What follows belongs to an exercise in optimizing a design on an open flow for small area, a short achievable clock period and few clock cycles; a production flow would make more cautious choices. In this exercise RTL edits were held to simulation tests only and were not proved equivalent to the original. Power is estimated from default activity; no workload was simulated.

<file path="flow/design.v">
package dtq_pkg;
    localparam int DEPTH_DEFAULT = 32;
    localparam int DL_W   = 48;
    localparam int TAG_W  = 32;
    localparam int PER_W  = 16;
    localparam int CFG_W  = 32;
    localparam logic OPC_TICK = 1'b0;
    localparam logic OPC_ADD  = 1'b1;
    localparam logic CFG_MARKER = 1'b0;
    localparam logic CFG_PERIOD = 1'b1;
    localparam logic [1:0] KIND_ACCEPT = 2'd0;
    localparam logic [1:0] KIND_FULL   = 2'd1;
    localparam logic [1:0] KIND_EXPIRE = 2'd2;
    localparam logic [1:0] KIND_DONE   = 2'd3;
endpackage
module dtq_ctrl #(
    parameter int N = 32
) (
    input  logic [N*N-1:0] older,
    input  logic [N-1:0]   set,
    output logic [N-1:0]   first
);
    always_comb
    begin
        for (int i = 0; i < N; i++)
        begin
            logic beaten;
            beaten = 1'b0;
            for (int j = 0; j < N; j++)
            begin
                if (j < i) beaten = beaten | (set[j] & older[j*N+i]);
                if (j > i) beaten = beaten | (set[j] & ~older[i*N+j]);
            end
            first[i] = set[i] & ~beaten;
        end
    end
endmodule
import dtq_pkg::*;
module dtq_datapath #(
    parameter int N = dtq_pkg::DEPTH_DEFAULT
) (
    input  logic                      clk,
    input  logic                      rst_n,
    input  logic                      req_valid,
    output logic                      req_ready,
    input  logic                      req_opcode,
    input  logic [DL_W-1:0]           req_deadline,
    input  logic [TAG_W-1:0]          req_tag,
    output logic                      rsp_valid,
    input  logic                      rsp_ready,
    output logic [1:0]                rsp_kind,
    output logic [DL_W-1:0]           rsp_expired_deadline,
    output logic [TAG_W-1:0]          rsp_expired_tag,
    output logic                      rsp_switch_due,
    output logic                      rsp_last,
    input  logic                      cfg_we,
    input  logic                      cfg_index,
    input  logic [CFG_W-1:0]          cfg_wdata
);
    localparam int AW = $clog2(N);
    logic [N-1:0]        valid_q;
    logic [N-1:0]        late_q;
    logic [N-1:0]        sw_q;
    logic [N*DL_W-1:0]   dl_q;
    logic [N*TAG_W-1:0]  tag_q;
    logic [N*N-1:0]      older_q;
    logic [DL_W-1:0]     nt_q;
    logic [DL_W-1:0]     ra_q;
    logic [DL_W-1:0]     ran_q;
    logic [TAG_W-1:0]    marker_q;
    logic                busy_q;
    logic [N-1:0]        rl_q;
    logic [N-1:0]        rg_q;
    logic [N-1:0]        tc_q;
    logic                bv_q;
    logic [N-1:0]        best_q;
    logic [DL_W-1:0]     bdl_q;
    logic                swf_q;
    logic                rc_busy_q;
    logic [AW-1:0]       rc_idx_q;
    logic                ov_q;
    logic                out_free;
    logic                acc, acc_add, acc_tick, go;
    logic [N-1:0]        eqv;
    logic [N-1:0]        c_rl, c_rg, c_tc;
    logic                c_bv, c_swf;
    logic [DL_W-1:0]     c_ra;
    logic                late_phase, rl_single, scan, proc_late;
    logic [N-1:0]        p, ge, gs, sel_in, first, rd_sel, rc_sel;
    logic                p_sw;
    logic [DL_W-1:0]     rd_dl;
    logic [TAG_W-1:0]    rd_tag;
    logic                late_rearm, late_emit, g_phase, g_emit, g_done;
    logic                full;
    logic [N-1:0]        free1h, add_set, rearm_set, arm_set, remove_set;
    logic [DL_W-1:0]     wr_dl;
    logic                late_new, sw_new, rc_match, scan_take;
    logic [PER_W-1:0]    pe;
    assign out_free  = !ov_q || rsp_ready;
    assign req_ready = !busy_q && out_free && (!rc_busy_q || req_opcode);
    assign acc       = req_valid && req_ready;
    assign acc_add   = acc && (req_opcode == OPC_ADD);
    assign acc_tick  = acc && (req_opcode == OPC_TICK);
    assign go        = acc_tick || (busy_q && out_free);
    always_comb
    begin
        for (int i = 0; i < N; i++)
            eqv[i] = valid_q[i] && !late_q[i] && (dl_q[i*DL_W +: DL_W] == nt_q);
    end
    assign c_rl  = acc_tick ? (valid_q & late_q) : rl_q;
    assign c_tc  = acc_tick ? (valid_q & late_q) : tc_q;
    assign c_rg  = acc_tick ? eqv : rg_q;
    assign c_bv  = acc_tick ? 1'b0 : bv_q;
    assign c_swf = acc_tick ? 1'b0 : swf_q;
    assign c_ra  = acc_tick ? ran_q : ra_q;
    assign late_phase = |c_rl;
    assign rl_single  = ((c_rl & (c_rl - N'(1))) == '0);
    assign scan       = late_phase && (|c_tc) && !(!c_bv && rl_single);
    assign proc_late  = late_phase && !scan;
    assign p          = c_bv ? best_q : c_rl;
    assign p_sw       = |(p & sw_q);
    assign ge     = c_rg & ~sw_q;
    assign gs     = c_rg & sw_q;
    assign sel_in = late_phase ? c_tc : ge;
    dtq_ctrl #(.N(N)) u_first (
        .older (older_q),
        .set   (sel_in),
        .first (first)
    );
    always_comb
    begin
        rc_sel = '0;
        rc_sel[rc_idx_q] = 1'b1;
    end
    assign rd_sel = rc_busy_q ? rc_sel : ((late_phase && !scan) ? p : first);
    always_comb
    begin
        rd_dl  = '0;
        rd_tag = '0;
        for (int i = 0; i < N; i++)
        begin
            rd_dl  = rd_dl  | ({DL_W{rd_sel[i]}}  & dl_q[i*DL_W +: DL_W]);
            rd_tag = rd_tag | ({TAG_W{rd_sel[i]}} & tag_q[i*TAG_W +: TAG_W]);
        end
    end
    assign late_rearm = go && proc_late && p_sw;
    assign late_emit  = go && proc_late && !p_sw;
    assign g_phase    = go && !late_phase;
    assign g_emit     = g_phase && (|ge);
    assign g_done     = g_phase && !(|ge);
    assign scan_take  = !c_bv || (rd_dl < bdl_q);
    assign full       = &valid_q;
    assign free1h     = ~valid_q & (valid_q + N'(1));
    assign add_set    = (acc_add && !full) ? free1h : '0;
    assign rearm_set  = late_rearm ? p : (g_phase ? gs : '0);
    assign arm_set    = add_set | rearm_set;
    assign remove_set = late_emit ? p : (g_emit ? first : '0);
    assign wr_dl      = acc_add ? req_deadline : c_ra;
    assign late_new   = (req_deadline < nt_q);
    assign sw_new     = (req_tag == marker_q);
    assign rc_match   = (rd_tag == marker_q);
    assign pe         = (cfg_wdata[PER_W-1:0] == '0) ? PER_W'(1) : cfg_wdata[PER_W-1:0];
    for (genvar i = 0; i < N; i++)
    begin : g_slot
        always_ff @(posedge clk)
        begin
            if (arm_set[i]) dl_q[i*DL_W +: DL_W] <= wr_dl;
            if (add_set[i]) tag_q[i*TAG_W +: TAG_W] <= req_tag;
            if (add_set[i]) late_q[i] <= late_new;
            else if (acc_tick) late_q[i] <= 1'b0;
            if (add_set[i]) sw_q[i] <= sw_new;
            else if (rc_busy_q && rc_sel[i]) sw_q[i] <= rc_match;
        end
        always_ff @(posedge clk or negedge rst_n)
        begin
            if (!rst_n) valid_q[i] <= 1'b0;
            else valid_q[i] <= (valid_q[i] && !remove_set[i]) || add_set[i];
        end
        for (genvar j = 0; j < N; j++)
        begin : g_age
            if (i < j)
            begin : g_pair
                always_ff @(posedge clk)
                begin
                    if (arm_set[i] ^ arm_set[j]) older_q[i*N+j] <= arm_set[j];
                end
            end
            else
            begin : g_none
                assign older_q[i*N+j] = 1'b0;
            end
        end
    end
    always_ff @(posedge clk or negedge rst_n)
    begin
        if (!rst_n)
        begin
            busy_q <= 1'b0;
            swf_q  <= 1'b0;
            bv_q   <= 1'b0;
        end
        else if (go)
        begin
            busy_q <= !g_done;
            swf_q  <= c_swf || late_rearm || (g_phase && (|gs));
            if (scan) bv_q <= c_bv || scan_take;
            else      bv_q <= 1'b0;
        end
    end
    always_ff @(posedge clk)
    begin
        if (go)
        begin
            if (late_phase)
            begin
                if (scan)
                begin
                    rl_q <= c_rl;
                    tc_q <= c_tc & ~first;
                    if (scan_take)
                    begin
                        best_q <= first;
                        bdl_q  <= rd_dl;
                    end
                end
                else
                begin
                    rl_q <= c_rl & ~p;
                    tc_q <= c_rl & ~p;
                end
                rg_q <= c_rg;
            end
            else
            begin
                rl_q <= '0;
                tc_q <= '0;
                rg_q <= ge & ~first;
            end
        end
    end
    always_ff @(posedge clk or negedge rst_n)
    begin
        if (!rst_n)
        begin
            nt_q      <= DL_W'(1);
            ra_q      <= DL_W'(2);
            ran_q     <= DL_W'(3);
            marker_q  <= 32'h8000_0000;
            rc_busy_q <= 1'b0;
            rc_idx_q  <= '0;
        end
        else
        begin
            if (acc_tick)
            begin
                nt_q  <= nt_q + DL_W'(1);
                ra_q  <= ran_q;
                ran_q <= ran_q + DL_W'(1);
            end
            if (rc_busy_q)
            begin
                rc_idx_q <= rc_idx_q + AW'(1);
                if (rc_idx_q == AW'(N - 1)) rc_busy_q <= 1'b0;
            end
            if (cfg_we)
            begin
                if (cfg_index == CFG_MARKER)
                begin
                    marker_q  <= cfg_wdata;
                    rc_busy_q <= 1'b1;
                    rc_idx_q  <= '0;
                end
                else
                begin
                    ran_q <= nt_q + DL_W'(pe);
                    ra_q  <= nt_q + DL_W'(pe) - DL_W'(1);
                end
            end
        end
    end
    logic emit;
    assign emit = acc_add || late_emit || g_emit || g_done;
    always_ff @(posedge clk or negedge rst_n)
    begin
        if (!rst_n) ov_q <= 1'b0;
        else if (emit) ov_q <= 1'b1;
        else if (rsp_ready) ov_q <= 1'b0;
    end
    always_ff @(posedge clk)
    begin
        if (emit)
        begin
            if (acc_add)
            begin
                rsp_kind             <= full ? KIND_FULL : KIND_ACCEPT;
                rsp_expired_deadline <= '0;
                rsp_expired_tag      <= '0;
                rsp_switch_due       <= 1'b0;
                rsp_last             <= 1'b1;
            end
            else if (g_done)
            begin
                rsp_kind             <= KIND_DONE;
                rsp_expired_deadline <= '0;
                rsp_expired_tag      <= '0;
                rsp_switch_due       <= c_swf || (|gs);
                rsp_last             <= 1'b1;
            end
            else
            begin
                rsp_kind             <= KIND_EXPIRE;
                rsp_expired_deadline <= rd_dl;
                rsp_expired_tag      <= rd_tag;
                rsp_switch_due       <= 1'b0;
                rsp_last             <= 1'b0;
            end
        end
    end
    assign rsp_valid = ov_q;
endmodule
import dtq_pkg::*;
module deadline_timer_queue #(
    parameter int DEPTH = dtq_pkg::DEPTH_DEFAULT
) (
    input  logic                              clk,
    input  logic                              rst_n,
    input  logic                              req_valid,
    output logic                              req_ready,
    input  logic                              req_opcode,
    input  logic [dtq_pkg::DL_W-1:0]          req_deadline,
    input  logic signed [dtq_pkg::TAG_W-1:0]  req_tag,
    output logic                              rsp_valid,
    input  logic                              rsp_ready,
    output logic [1:0]                        rsp_kind,
    output logic [dtq_pkg::DL_W-1:0]          rsp_expired_deadline,
    output logic signed [dtq_pkg::TAG_W-1:0]  rsp_expired_tag,
    output logic                              rsp_switch_due,
    output logic                              rsp_last,
    input  logic                              cfg_we,
    input  logic                              cfg_index,
    input  logic [dtq_pkg::CFG_W-1:0]         cfg_wdata
);
    dtq_datapath #(
        .N (DEPTH)
    ) u_dp (
        .clk                  (clk),
        .rst_n                (rst_n),
        .req_valid            (req_valid),
        .req_ready            (req_ready),
        .req_opcode           (req_opcode),
        .req_deadline         (req_deadline),
        .req_tag              (req_tag),
        .rsp_valid            (rsp_valid),
        .rsp_ready            (rsp_ready),
        .rsp_kind             (rsp_kind),
        .rsp_expired_deadline (rsp_expired_deadline),
        .rsp_expired_tag      (rsp_expired_tag),
        .rsp_switch_due       (rsp_switch_due),
        .rsp_last             (rsp_last),
        .cfg_we               (cfg_we),
        .cfg_index            (cfg_index),
        .cfg_wdata            (cfg_wdata)
    );
endmodule
</file>
<file path="flow/run.sh">
#!/bin/bash
# synth_recipe.tcl (not shown) runs the flow's synth.tcl, then flattens the netlist and writes it again
# the make line also repeats each setting of config.mk as NAME=value (left out here)
make -C /OpenROAD-flow-scripts/flow DESIGN_CONFIG=/design/flow/config.mk WORK_HOME=/design/flow/orfs CLKGATE_MAP_FILE= SYNTH_SCRIPT=/design/flow/synth_recipe.tcl finish
</file>
<file path="flow/config.mk">
export PLATFORM = sky130hd
export DESIGN_NAME = deadline_timer_queue
export DESIGN_NICKNAME = deadline_timer_queue
export VERILOG_FILES = /design/flow/design.v
export SDC_FILE = /design/flow/constraint.sdc
export NUM_CORES = 4
export LEC_CHECK = 0
export CAP_MARGIN = 20
export CORE_MARGIN = 2
export CORE_UTILIZATION = 40
export SLEW_MARGIN = 20
</file>
<file path="flow/constraint.sdc">
create_clock -name core_clock -period 6.0 [get_ports {clk}]
set_input_delay 1.2000 -clock core_clock [delete_from_list [all_inputs] [get_ports {clk}]]
set_output_delay 1.2000 -clock core_clock [all_outputs]
set_load 0.01 [all_outputs]
</file>
==> run summary <==
-- worst max path at each step --
stage,endpoint,slack (ns),startpoint
2_1_floorplan,u_dp.bdl_q[0],-3.16,req_valid
3_3_place_gp,u_dp.best_q[22],-6.37,req_opcode
3_5_place_dp,u_dp.best_q[22],-5.87,req_opcode
4_1_cts,u_dp.bdl_q[27],-3.95,u_dp.nt_q[13]
-- layer usage --
| metal | GRT overflow | track usage [%] |
|---|---|---|
| met4 | 2470 | 87.8 |
| met5 | 61 | 66.4 |
| met1 | 438 | 89.6 |
| met3 | 553 | 81.8 |
| met2 | 4968 | 98.7 |
-- metrics by stage --
stage | cells | power (W) | setup slack, ns | TNS (ns)
after floorplan | 16800 | 0.0417 | -3.16 | -5224.19
after CTS | 30400 | 0.0935 | -3.95 | -1342.76
after global placement | 29600 | 0.0675 | -6.37 | -5072.79
after detailed placement | 29600 | 0.0674 | -5.87 | -4894.82
-- power by group through the flow --
| stage | sequential, W | combinational, W | clock [W] |
|---|---|---|---|
| 3_5_place_dp | 0.0305 | 0.0370 | 0 |
| 3_3_place_gp | 0.0305 | 0.0371 | 0 |
| 4_1_cts | 0.0300 | 0.0375 | 0.0261 |
| 2_1_floorplan | 0.0303 | 0.0114 | 0 |
-- cell families after synthesis --
logic type	Yosys count	synth area share, %
buffers and inverters	1757	3.49
DFF	3598	54.8
muxes	141	0.743
xor gates and xnor gates	1989	8.93
and+or+nand+nor	4361	12.1
adders and majority gates	124	0.793
AOI/OAI and AO/OA	4862	19.1
-- timing repair --
item | in CTS
gates resized for setup | 204
pin swaps | 29
buffers inserted | 42
endpoints found under the setup margin | 2955
gates cloned | 3
endpoints found under the hold margin | 0
==> metrics.md <==
| Metric | Value |
|---|---|
| Run status | stopped before the end |
| Last flow stage reached | global routing |
| First error | [ERROR GRT-0116] Global routing finished with congestion. Check the congestion regions in the DRC Viewer. |
| Sequential area share after synthesis | 54.8% |
| Top FF cell, synth | edfxtp_1 |
| Number of port buffers | 204 |
| Number of ports placed on the die boundary | 205 |
| Max H-tree Level | 5 |
| Synth top cells by count | edfxtp_1, xnor2_1, a22oi_1, clkbuf_1, nand2_1 |
| Post-synthesis net count | 17100 |
| Wire length of the first global-routing pass | 3030000 um |
| Post-synth top area share | 52.0% |
| Average size of a mapped cell | 11.6 um^2 |
| Post-placement cell area | 0.272 mm^2 |
| Initial standard-cell utilization of the core | 40.2% |
| GP Congestion | 1.42 |
| Hpwl dp | 1530000 um |
| Async SR Flop Fraction | 6.06% |
| Number of storage elements in the synthesis netlist | 3598 |
| Number of enable-type register cells in the synthesized netlist | 3380 |
| Chip Height | 702 um |
| Most area-consuming cells after synthesis | edfxtp_1, xnor2_1, a22oi_1 |
| CTS Buf Count | 399 |
| Pin count of the biggest net entering global routing | 90 |
| Width of the chip | 702 um |
| Post-synth cell types | 98 |
| Number of clock sinks | 3598 |
| Maximum number of buffers from clock root to sink | 4 |
| Cell count after synthesis | 16800 |
| Placement Rows | 256 |
| Global route total overflow | 8490 |
| Most frequent cell after synthesis | edfxtp_1 |
| Netlist area before placement | 0.195 mm^2 |
| Vias in the first global route | 270000 |
| Post-CTS Hold Fix Bufs | 0 |
| Cell taking the most area after synthesis | edfxtp_1 |
| Synthesis Warnings | 529 |
| Total track usage | 89.6% |
| Root buffer cell | clkbuf_16 |
Testbench counts, summed over its fixed seeds: cycles 6,457.
